Source: an optimization exercise on an open RTL-to-GDS flow (aim: small area, a short achievable clock period and few clock cycles per item). Production flows keep margins and buffers that such runs may drop. Function was checked by simulation only, so behaviour that the tests miss may differ from the original.

v37:
## asconTop
module asconTop (
    input  logic                         clk,
    input  logic                         rst,
    input  logic                         start,
    input  logic                         hasAd,
    input  logic                         enc,
    input  logic [128-1:0]   key,
    input  logic [128-1:0]   nonce,
    input  logic [64-1:0]  adBlock,
    input  logic [4-1:0]   adLen,
    input  logic [64-1:0]  textBlock,
    input  logic [4-1:0]   textLen,
    output logic                         read,
    output logic [64-1:0]  outBlock,
    output logic                         outValid,
    output logic [128-1:0]   tag,
    output logic                         tagValid
);
    logic                         idle;
    logic [3:0]                   roundIdx;
    logic                         adMode;
    logic                         injText;
    logic                         injAny;
    logic                         injDec;
    logic                         injKey34;
    logic                         injDs;
    logic [320-1:0] stateReg;
    logic [320-1:0] permOut;
    logic [128-1:0]   keyReg;
    logic [64-1:0]  selBlock;
    logic [4-1:0]   selLen;
    logic [8-1:0] lenBytes;
    logic [8-1:0] dBytes;    
    logic [8-1:0] padBytes;  
    logic [8-1:0] injBytes;
    logic [8-1:0] injPads;
    logic [8-1:0] decBytes;
  ...
For scale: about 4100 cells after synthesis, about 540 flip-flops, ~38000 sq um of cells after synthesis.
Settings: LEC_CHECK=0, CAP_MARGIN=20, CORE_MARGIN=2, CORE_UTILIZATION=40, SLEW_MARGIN=40; clock period 8.0 ns.
standard.sh (not shown) runs the stock make flow with config.mk's settings and CLKGATE_MAP_FILE= SYNTH_SCRIPT=/design/flow/synth_recipe.tcl, a recipe that flattens the netlist after the stock synthesis.
==> flow/flow/run.sh <==
#!/bin/bash
# Standard ORFS layout, with plain buf_1 cells as the port buffers instead of
# the delay cells buffer_ports picks by default, a clock tree with larger
# sink clusters and no dummy loads, and timing repair aiming below the period.
set -euo pipefail
export BUFFER_PORTS_ARGS="-buffer_cell sky130_fd_sc_hd__buf_1"
export CTS_ARGS="-sink_clustering_enable -repair_clock_nets -dont_use_dummy_load -sink_clustering_size 24 -sink_clustering_max_diameter 100"
export SETUP_SLACK_MARGIN=5.2
bash standard.sh > standard.log 2>&1
v37 did not stop at any stage, and its layout met the timing, DRC and antenna checks.
Testbench counts of v37, summed over its fixed seeds: cycles 17,560, blocks 1,860.
Changes in v13 relative to v37:
--- a/flow/flow/run.sh
+++ b/flow/flow/run.sh
@@ -7 +7 @@
-export CTS_ARGS="-sink_clustering_enable -repair_clock_nets -dont_use_dummy_load -sink_clustering_size 24 -sink_clustering_max_diameter 100"
+export CTS_ARGS="-sink_clustering_enable -repair_clock_nets -dont_use_dummy_load -sink_clustering_size 20 -sink_clustering_max_diameter 80"
--- a/flow/config.mk
+++ b/flow/config.mk
@@ -10,0 +11 @@
+export PLACE_DENSITY = 0.65
Notes after the runs:
The final layout from v13, which completed every stage, passed the timing, DRC and antenna checks at the end of the flow. Between v13 and v37, the difference in register area is negligible. In v13 the clock distribution area overhead in the final layout turned out 0.52 points higher than in v37. Startpoint of the most critical setup path = stateReg[289]$_SDFF_PP1_: v37; startpoint of the most critical setup path = stateReg[282]$_SDFF_PP0_: v13. Where summed area of non-filler cells in the final layout is concerned, v37 is better than v13. In the reports for v13 and v37, the smaller length of routed wiring on met1 belongs to v13. Changes observed in v13 relative to v37: routability-driven placement congestion ratio moved up; cell area after placement was more or less identical; pin count of the biggest net entering global routing went down by about 2.5%; arrival time of data at the critical path endpoint decreased by 0.13 ns relative to the old numbers.
#### Input delta (v51 over v13)
--- a/flow/flow/run.sh
+++ b/flow/flow/run.sh
@@ -8 +8 @@
-export SETUP_SLACK_MARGIN=5.2
+export SETUP_SLACK_MARGIN=5.3
--- a/flow/config.mk
+++ b/flow/config.mk
@@ -11,2 +11,2 @@
-export PLACE_DENSITY = 0.65
-export SLEW_MARGIN = 40
+export SLEW_MARGIN = 20
+export TNS_END_PERCENT = 10
Comparing clock-buffer cell count for v13 and v51, the bigger number came from v13. Global-route track usage on met3 was lower in the run labelled v51. Changes observed in v51 relative to v13: multi-input gate area in the final layout -about 1.6%; design area dropped about 1.9%; number of placed cells counting well taps roughly the same. On number of ordinary and repair buffers in the finished layout: v51 sits below v13. End point of the critical path = outReg[7]$_DFF_P_: v13; end point of the critical path = stateReg[310]$_SDFF_PP1_: v51. Compared with v13, v51 shows weighted congestion reported at the end of routability-driven placement that has gone down slightly. Compared with v13, v51 shows a lower worst setup margin.
For v41, these inputs were changed with respect to v51:
--- a/flow/flow/run.sh
+++ b/flow/flow/run.sh
@@ -7,2 +7,2 @@
-export CTS_ARGS="-sink_clustering_enable -repair_clock_nets -dont_use_dummy_load -sink_clustering_size 20 -sink_clustering_max_diameter 80"
-export SETUP_SLACK_MARGIN=5.3
+export CTS_ARGS="-sink_clustering_enable -repair_clock_nets -dont_use_dummy_load -sink_clustering_size 20 -sink_clustering_max_diameter 80 -root_buf sky130_fd_sc_hd__clkbuf_16 -buf_list {sky130_fd_sc_hd__clkbuf_8 sky130_fd_sc_hd__clkbuf_16}"
+export SETUP_SLACK_MARGIN=5.2
--- a/flow/config.mk
+++ b/flow/config.mk
@@ -11,2 +11 @@
-export SLEW_MARGIN = 20
-export TNS_END_PERCENT = 10
+export SLEW_MARGIN = 40
### Flow results
- Synthesized-area fraction occupied by ao, oa, aoi and oai cells came out exactly the same in v51 and v41.
- The final reports for v41 and v51 show worst setup slack higher in the former.
- Looking at post-route fraction of the period consumed by the critical path, v41 sits 1.3 points below v51.
- The share of the final layout cell area in sequential cells was comparable across v51 and v41.
- Re largest fanout of any net on the critical path: v51 and v41 aren't equal, and the lower value belongs to v41.
- v51 -> v41: critical path depth in cells delta 0, exact match
- Summary: with v51 as the reference, cell area in v41 moved up slightly.
- Multi-input combinational cell count across v51 and v41: no real change.
- The clock tree buffer count of the final layout in v41 was lower than what v51 gave.
- Looking at area growth from synthesis to layout, v41 sits 1.8 points above v51.
Changes in v34 relative to v41:
--- a/flow/flow/run.sh
+++ b/flow/flow/run.sh
@@ -7,2 +7,2 @@
-export CTS_ARGS="-sink_clustering_enable -repair_clock_nets -dont_use_dummy_load -sink_clustering_size 20 -sink_clustering_max_diameter 80 -root_buf sky130_fd_sc_hd__clkbuf_16 -buf_list {sky130_fd_sc_hd__clkbuf_8 sky130_fd_sc_hd__clkbuf_16}"
-export SETUP_SLACK_MARGIN=5.2
+export CTS_ARGS="-sink_clustering_enable -repair_clock_nets -dont_use_dummy_load -sink_clustering_size 20 -sink_clustering_max_diameter 80"
+export SETUP_SLACK_MARGIN=5.1
### Flow results
v34 reached the final stage; the timing, DRC and antenna checks on its layout passed. v41 → v34: arrival time at the worst endpoint shrank by 2.02 ns, time the final worst path needs with I/O delays and setup grew by 0.080 ns.

The RTL this note starts from:
==> flow/design.v <==
`timescale 1ns/1ps
module asconRound (
    input  logic [320-1:0] stateIn,
    input  logic [3:0]                   roundIdx,
    output logic [320-1:0] stateOut
);
    logic [64-1:0] x0, x1, x2, x3, x4;
    logic [64-1:0] t0, t1, t2, t3, t4;
    logic [64-1:0] y0, y1, y2, y3, y4;
    logic [7:0]                  rc;
    assign rc = {~roundIdx, roundIdx};
    always_comb begin
        x0 = stateIn[(320-1-64*(0)) -: 64];
        x1 = stateIn[(320-1-64*(1)) -: 64];
        x2 = stateIn[(320-1-64*(2)) -: 64];
        x3 = stateIn[(320-1-64*(3)) -: 64];
        x4 = stateIn[(320-1-64*(4)) -: 64];
        x2[7:0] = x2[7:0] ^ rc;
        x0 = x0 ^ x4;
        x4 = x4 ^ x3;
        x2 = x2 ^ x1;
        t0 = ~x0 & x1;
        t1 = ~x1 & x2;
        t2 = ~x2 & x3;
        t3 = ~x3 & x4;
        t4 = ~x4 & x0;
        x0 = x0 ^ t1;
        x1 = x1 ^ t2;
        x2 = x2 ^ t3;
        x3 = x3 ^ t4;
        x4 = x4 ^ t0;
        x1 = x1 ^ x0;
        x0 = x0 ^ x4;
        x3 = x3 ^ x2;
        x2 = ~x2;
        y0 = x0 ^ {x0[18:0], x0[63:19]} ^ {x0[27:0], x0[63:28]};
        y1 = x1 ^ {x1[60:0], x1[63:61]} ^ {x1[38:0], x1[63:39]};
        y2 = x2 ^ {x2[0:0],  x2[63:1]}  ^ {x2[5:0],  x2[63:6]};
        y3 = x3 ^ {x3[9:0],  x3[63:10]} ^ {x3[16:0], x3[63:17]};
        y4 = x4 ^ {x4[6:0],  x4[63:7]}  ^ {x4[40:0], x4[63:41]};
    end
    assign stateOut = {y0, y1, y2, y3, y4};
endmodule
`timescale 1ns/1ps
module asconPermutation #(
    parameter int roundsPerCycle = 1
) (
    input  logic [320-1:0] stateIn,
    input  logic [3:0]                   roundIdx,
    output logic [320-1:0] stateOut
);
    logic [320-1:0] chain [0:roundsPerCycle];
    assign chain[0] = stateIn;
    for (genvar g = 0; g < roundsPerCycle; g++) begin : g_round
        asconRound u_round (
            .stateIn (chain[g]),
            .roundIdx(roundIdx | 4'(g)),
            .stateOut(chain[g+1])
        );
    end
    assign stateOut = chain[roundsPerCycle];
endmodule
`timescale 1ns/1ps
module asconPadding (
    input  logic [64-1:0] block,
    input  logic [4-1:0]  len,
    output logic [64-1:0] padded,
    output logic [8-1:0] byteMask
);
    always_comb begin
        for (int b = 0; b < 8; b++) begin
            byteMask[8-1-b] = (b < len);
            if (b < len) begin
                padded[64-1-8*b -: 8] = block[64-1-8*b -: 8];
            end else if (b == len) begin
                padded[64-1-8*b -: 8] = 8'h80;
            end else begin
                padded[64-1-8*b -: 8] = 8'h00;
            end
        end
    end
endmodule
`timescale 1ns/1ps
module asconController (
    input  logic       clk,
    input  logic       rst,
    input  logic       start,
    input  logic       hasAd,
    input  logic       enc,
    input  logic       dLast,       
    output logic       idle,
    output logic [3:0] roundIdx,
    output logic       adMode,      
    output logic       injText,     
    output logic       injAny,      
    output logic       injDec,      
    output logic       injKey34,    
    output logic       injDs,       
    output logic       read,
    output logic       outValid,
    output logic       tagValid
);
    localparam int R = 1;
    localparam logic [3:0] lastIdx = 4'(12 - R);
    localparam logic [3:0] preIdx  = 4'(12 - 2 * R);
    localparam logic [3:0] shortRunStart = 12 - 6;
    localparam logic [2:0] phIdle  = 3'd0;
    localparam logic [2:0] phInit  = 3'd1;
    localparam logic [2:0] phAd    = 3'd2;
    localparam logic [2:0] phText  = 3'd3;
    localparam logic [2:0] phFinal = 3'd4;
    localparam logic [2:0] phTag   = 3'd5;
    logic [2:0] phase;
    logic       isLast;
    logic       isPre;
    logic       absorbing;
    assign idle      = (phase == phIdle);
    assign isLast    = (roundIdx == lastIdx);
    assign isPre     = (roundIdx == preIdx);
    assign absorbing = (phase == phInit) || (phase == phAd) || (phase == phText);
    always_ff @(posedge clk or posedge rst) begin
        if (rst) begin
            phase    <= phIdle;
            roundIdx <= 4'd0;
            adMode   <= 1'b0;
            injText  <= 1'b0;
            injAny   <= 1'b0;
            injDec   <= 1'b0;
            injKey34 <= 1'b0;
            injDs    <= 1'b0;
            read     <= 1'b0;
            outValid <= 1'b0;
            tagValid <= 1'b0;
        end else begin
            injText  <= absorbing && isPre && !adMode;
            injAny   <= absorbing && isPre;
            injDec   <= absorbing && isPre && !adMode && !enc;
            injDs    <= ((phase == phInit) || (phase == phAd)) && isPre && !adMode;
            injKey34 <= ((phase == phInit) || (phase == phFinal)) && isPre;
            read     <= (absorbing && isPre && adMode) || injText;
            outValid <= injText;
            tagValid <= (phase == phFinal) && isLast;
            roundIdx <= roundIdx + 4'(R);
            case (phase)
                phIdle: begin
                    roundIdx <= 4'd0;
                    if (start) begin
                        phase  <= phInit;
                        adMode <= hasAd;
                    end
                end
                phInit, phAd, phText: begin
                    if (isLast) begin
                        roundIdx <= shortRunStart;
                        if (adMode) begin
                            phase  <= phAd;
                            adMode <= !dLast;
                        end else if (dLast) begin
                            phase    <= phFinal;
                            roundIdx <= 4'd0;
                        end else begin
                            phase <= phText;
                        end
                    end
                end
                phFinal: begin
                    if (isLast) begin
                        phase <= phTag;
                    end
                end
                default: begin
                    phase <= phIdle;
                end
            endcase
        end
    end
endmodule
`timescale 1ns/1ps
module asconTop (
    input  logic                         clk,
    input  logic                         rst,
    input  logic                         start,
    input  logic                         hasAd,
    input  logic                         enc,
    input  logic [128-1:0]   key,
    input  logic [128-1:0]   nonce,
    input  logic [64-1:0]  adBlock,
    input  logic [4-1:0]   adLen,
    input  logic [64-1:0]  textBlock,
    input  logic [4-1:0]   textLen,
    output logic                         read,
    output logic [64-1:0]  outBlock,
    output logic                         outValid,
    output logic [128-1:0]   tag,
    output logic                         tagValid
);
    logic                         idle;
    logic [3:0]                   roundIdx;
    logic                         adMode;
    logic                         injText;
    logic                         injAny;
    logic                         injDec;
    logic                         injKey34;
    logic                         injDs;
    logic [320-1:0] stateReg;
    logic [320-1:0] permOut;
    logic [128-1:0]   keyReg;
    logic [64-1:0]  selBlock;
    logic [4-1:0]   selLen;
    logic [8-1:0] lenBytes;
    logic [8-1:0] dBytes;    
    logic [8-1:0] padBytes;  
    logic [8-1:0] injBytes;
    logic [8-1:0] injPads;
    logic [8-1:0] decBytes;
    logic                         dLast;     
    logic [64-1:0]  outReg;
    logic [64-1:0]  mask64;
    logic [64-1:0]  keep0;
    logic [64-1:0]  inj0;
    logic [128-1:0]   inj12;
    logic [128-1:0]   inj34;
    logic [320-1:0] nextState;
    logic [64-1:0]  y0;
    asconController u_controller (
        .clk     (clk),
        .rst     (rst),
        .start   (start),
        .hasAd   (hasAd),
        .enc     (enc),
        .dLast   (dLast),
        .idle    (idle),
        .roundIdx(roundIdx),
        .adMode  (adMode),
        .injText (injText),
        .injAny  (injAny),
        .injDec  (injDec),
        .injKey34(injKey34),
        .injDs   (injDs),
        .read    (read),
        .outValid(outValid),
        .tagValid(tagValid)
    );
    asconPermutation #(
        .roundsPerCycle(1)
    ) u_permutation (
        .stateIn (stateReg),
        .roundIdx(roundIdx),
        .stateOut(permOut)
    );
    assign selBlock = adMode ? adBlock : textBlock;
    assign selLen   = adMode ? adLen : textLen;
    always_comb begin
        for (int b = 0; b < 8; b++) begin
            lenBytes[8-1-b] = (b < selLen);
        end
    end
    always_ff @(posedge clk) begin
        dBytes <= lenBytes;
    end
    assign padBytes = {1'b1, dBytes[8-1:1]} & ~dBytes;
    assign dLast    = !dBytes[0];
    assign injBytes = dBytes & {8{injAny}};
    assign injPads  = padBytes & {8{injAny}};
    assign decBytes = dBytes & {8{injDec}};
    for (genvar b = 0; b < 8; b++) begin : g_pad
        assign inj0[8*b +: 8]   = (selBlock[8*b +: 8] & {8{injBytes[b]}}) | {injPads[b], 7'd0};
        assign mask64[8*b +: 8] = {8{injBytes[b]}};
        assign keep0[8*b +: 8]  = {8{!decBytes[b]}};
    end
    assign inj12 = (injText && dLast) ? keyReg : '0;
    assign inj34 = (injKey34 ? keyReg : '0) ^ {127'd0, injDs};
    assign y0 = permOut[(320-1-64*(0)) -: 64];
    always_comb begin
        nextState = permOut ^ {inj0, inj12, inj34};
        nextState[(320-1-64*(0)) -: 64] = (y0 & keep0) ^ inj0;
        if (idle) begin
            nextState = {64'h80400c0600000000, key, nonce};
        end
    end
    always_ff @(posedge clk) begin
        stateReg <= nextState;
        outReg   <= (y0 ^ inj0) & mask64;
        if (idle) begin
            keyReg <= key;
        end
    end
    assign outBlock = outReg;
    assign tag      = stateReg[128-1:0];
endmodule
==> flow/config.mk <==
export PLATFORM = sky130hd
export DESIGN_NAME = asconTop
export DESIGN_NICKNAME = asconTop
export VERILOG_FILES = /design/flow/design.v
export SDC_FILE = /design/flow/constraint.sdc
export NUM_CORES = 4
export LEC_CHECK = 0
export CAP_MARGIN = 20
export CORE_MARGIN = 2
export CORE_UTILIZATION = 40
export GPL_ROUTABILITY_DRIVEN = 0
export SLEW_MARGIN = 40
==> flow/constraint.sdc <==
create_clock -name core_clock -period 8.0 [get_ports {clk}]
set_input_delay 1.6000 -clock core_clock [delete_from_list [all_inputs] [get_ports {clk}]]
set_output_delay 1.6000 -clock core_clock [all_outputs]
set_load 0.01 [all_outputs]
==> flow/flow/run.sh <==
#!/bin/bash
# Standard ORFS layout, with plain buf_1 cells as the port buffers instead of
# the delay cells buffer_ports picks by default, a clock tree with larger
# sink clusters and no dummy loads, and timing repair aiming below the period.
set -euo pipefail
export BUFFER_PORTS_ARGS="-buffer_cell sky130_fd_sc_hd__buf_1"
export CTS_ARGS="-sink_clustering_enable -repair_clock_nets -dont_use_dummy_load -sink_clustering_size 20 -sink_clustering_max_diameter 80"
export SETUP_SLACK_MARGIN=5.2
bash standard.sh > standard.log 2>&1
Testbench counts at the start, summed over its fixed seeds: cycles 17,560, blocks 1,860.
Then changed:
--- a/flow/flow/run.sh
+++ b/flow/flow/run.sh
@@ -7,3 +7,3 @@
 export CTS_ARGS="-sink_clustering_enable -repair_clock_nets -dont_use_dummy_load -sink_clustering_size 20 -sink_clustering_max_diameter 80"
-export SETUP_SLACK_MARGIN=5.2
+export SETUP_SLACK_MARGIN=5.3
 bash standard.sh > standard.log 2>&1
Settings changed: GPL_ROUTABILITY_DRIVEN 0 to unset, SLEW_MARGIN 40 to 50.
Non-clock buffer count grows by 123.
Final cell count grows by 2.0%.
Global-route usage grows by 0.63 points.
Maximum frequency grows by 3.5%.
Then changed:
--- a/flow/flow/run.sh
+++ b/flow/flow/run.sh
@@ -7,3 +7,3 @@
 export CTS_ARGS="-sink_clustering_enable -repair_clock_nets -dont_use_dummy_load -sink_clustering_size 20 -sink_clustering_max_diameter 80"
-export SETUP_SLACK_MARGIN=5.3
+export SETUP_SLACK_MARGIN=5.2
 bash standard.sh > standard.log 2>&1
Settings changed: GPL_ROUTABILITY_DRIVEN set to 0, PLACE_DENSITY set to 0.7, SLEW_MARGIN 50 to 40.
=> Sequential cell count stays the same; setup slack got worse by 62 ps; critical path depth goes up by 5; via count is higher by 0.96%; hold slack is better by 6.1 ps.
Then changed:
Settings changed: CORE_UTILIZATION 40 to 55, GPL_ROUTABILITY_DRIVEN 0 to unset, PLACE_DENSITY 0.7 to 0.8, SLEW_MARGIN 40 to 20.
=> The new run ran to the end with no violations; first-iteration DRC count decreases by 2.0%; setup slack gets worse by 89 ps; final area went down by 2.2%.

re-timing with driven ports:
No port has a modelled driver above. Below, the same layouts with a new extraction and two added sets of constraints.
Step 1 sets driving cells, clkbuf_16 on the clock port and buf_2 on the other inputs (assumed; they add their load-dependent delay and slew).
Step 2, shift: input delay + t, output delay - t, t = (earliest + latest rising clock arrival at the registers) / 2. This alone moves slack from input paths to output paths.
a / b / c = ideal ports / drivers / drivers and shift; a / b = the first two.
| run | shift t [ns] | slack for setup (ns) | hold slack, ns | worst register clock-pin slew, ns |
|---|---|---|---|---|
| v37 | 0.671 | 5.082 / 5.082 / 5.082 | 0.582 / 0.582 / 0.582 | 0.11 / 0.11 |
| v13 | 0.661 | 5.194 / 5.133 / 5.171 | 0.408 / 0.408 / 0.408 | 0.09 / 0.09 |
| v51 | 0.666 | 5.078 / 5.034 / 4.991 | 0.428 / 0.428 / 0.428 | 0.09 / 0.09 |
| v41 | 0.661 | 5.178 / 5.142 / 5.120 | 0.594 / 0.594 / 0.594 | 0.09 / 0.09 |
| v34 | 0.665 | 5.099 / 5.026 / 4.985 | 0.579 / 0.579 / 0.579 | 0.09 / 0.09 |
| the first run of note 2 | 0.673 | 5.113 / 5.113 / 5.059 | 0.419 / 0.419 / 0.419 | 0.10 / 0.10 |
| the second run of note 2 | 0.665 | 5.211 / 5.136 / 5.125 | 0.415 / 0.415 / 0.415 | 0.09 / 0.09 |
| the third run of note 2 | 0.649 | 5.149 / 5.126 / 5.132 | 0.421 / 0.421 / 0.421 | 0.10 / 0.10 |
| the fourth run of note 2 | 0.655 | 5.061 / 5.061 / 5.061 | 0.433 / 0.433 / 0.433 | 0.09 / 0.09 |
After both steps setup and hold are still met in every run listed. For v34, which loses most, drivers alone change the setup slack by -0.073 ns; drivers and shift together by -0.114 ns.
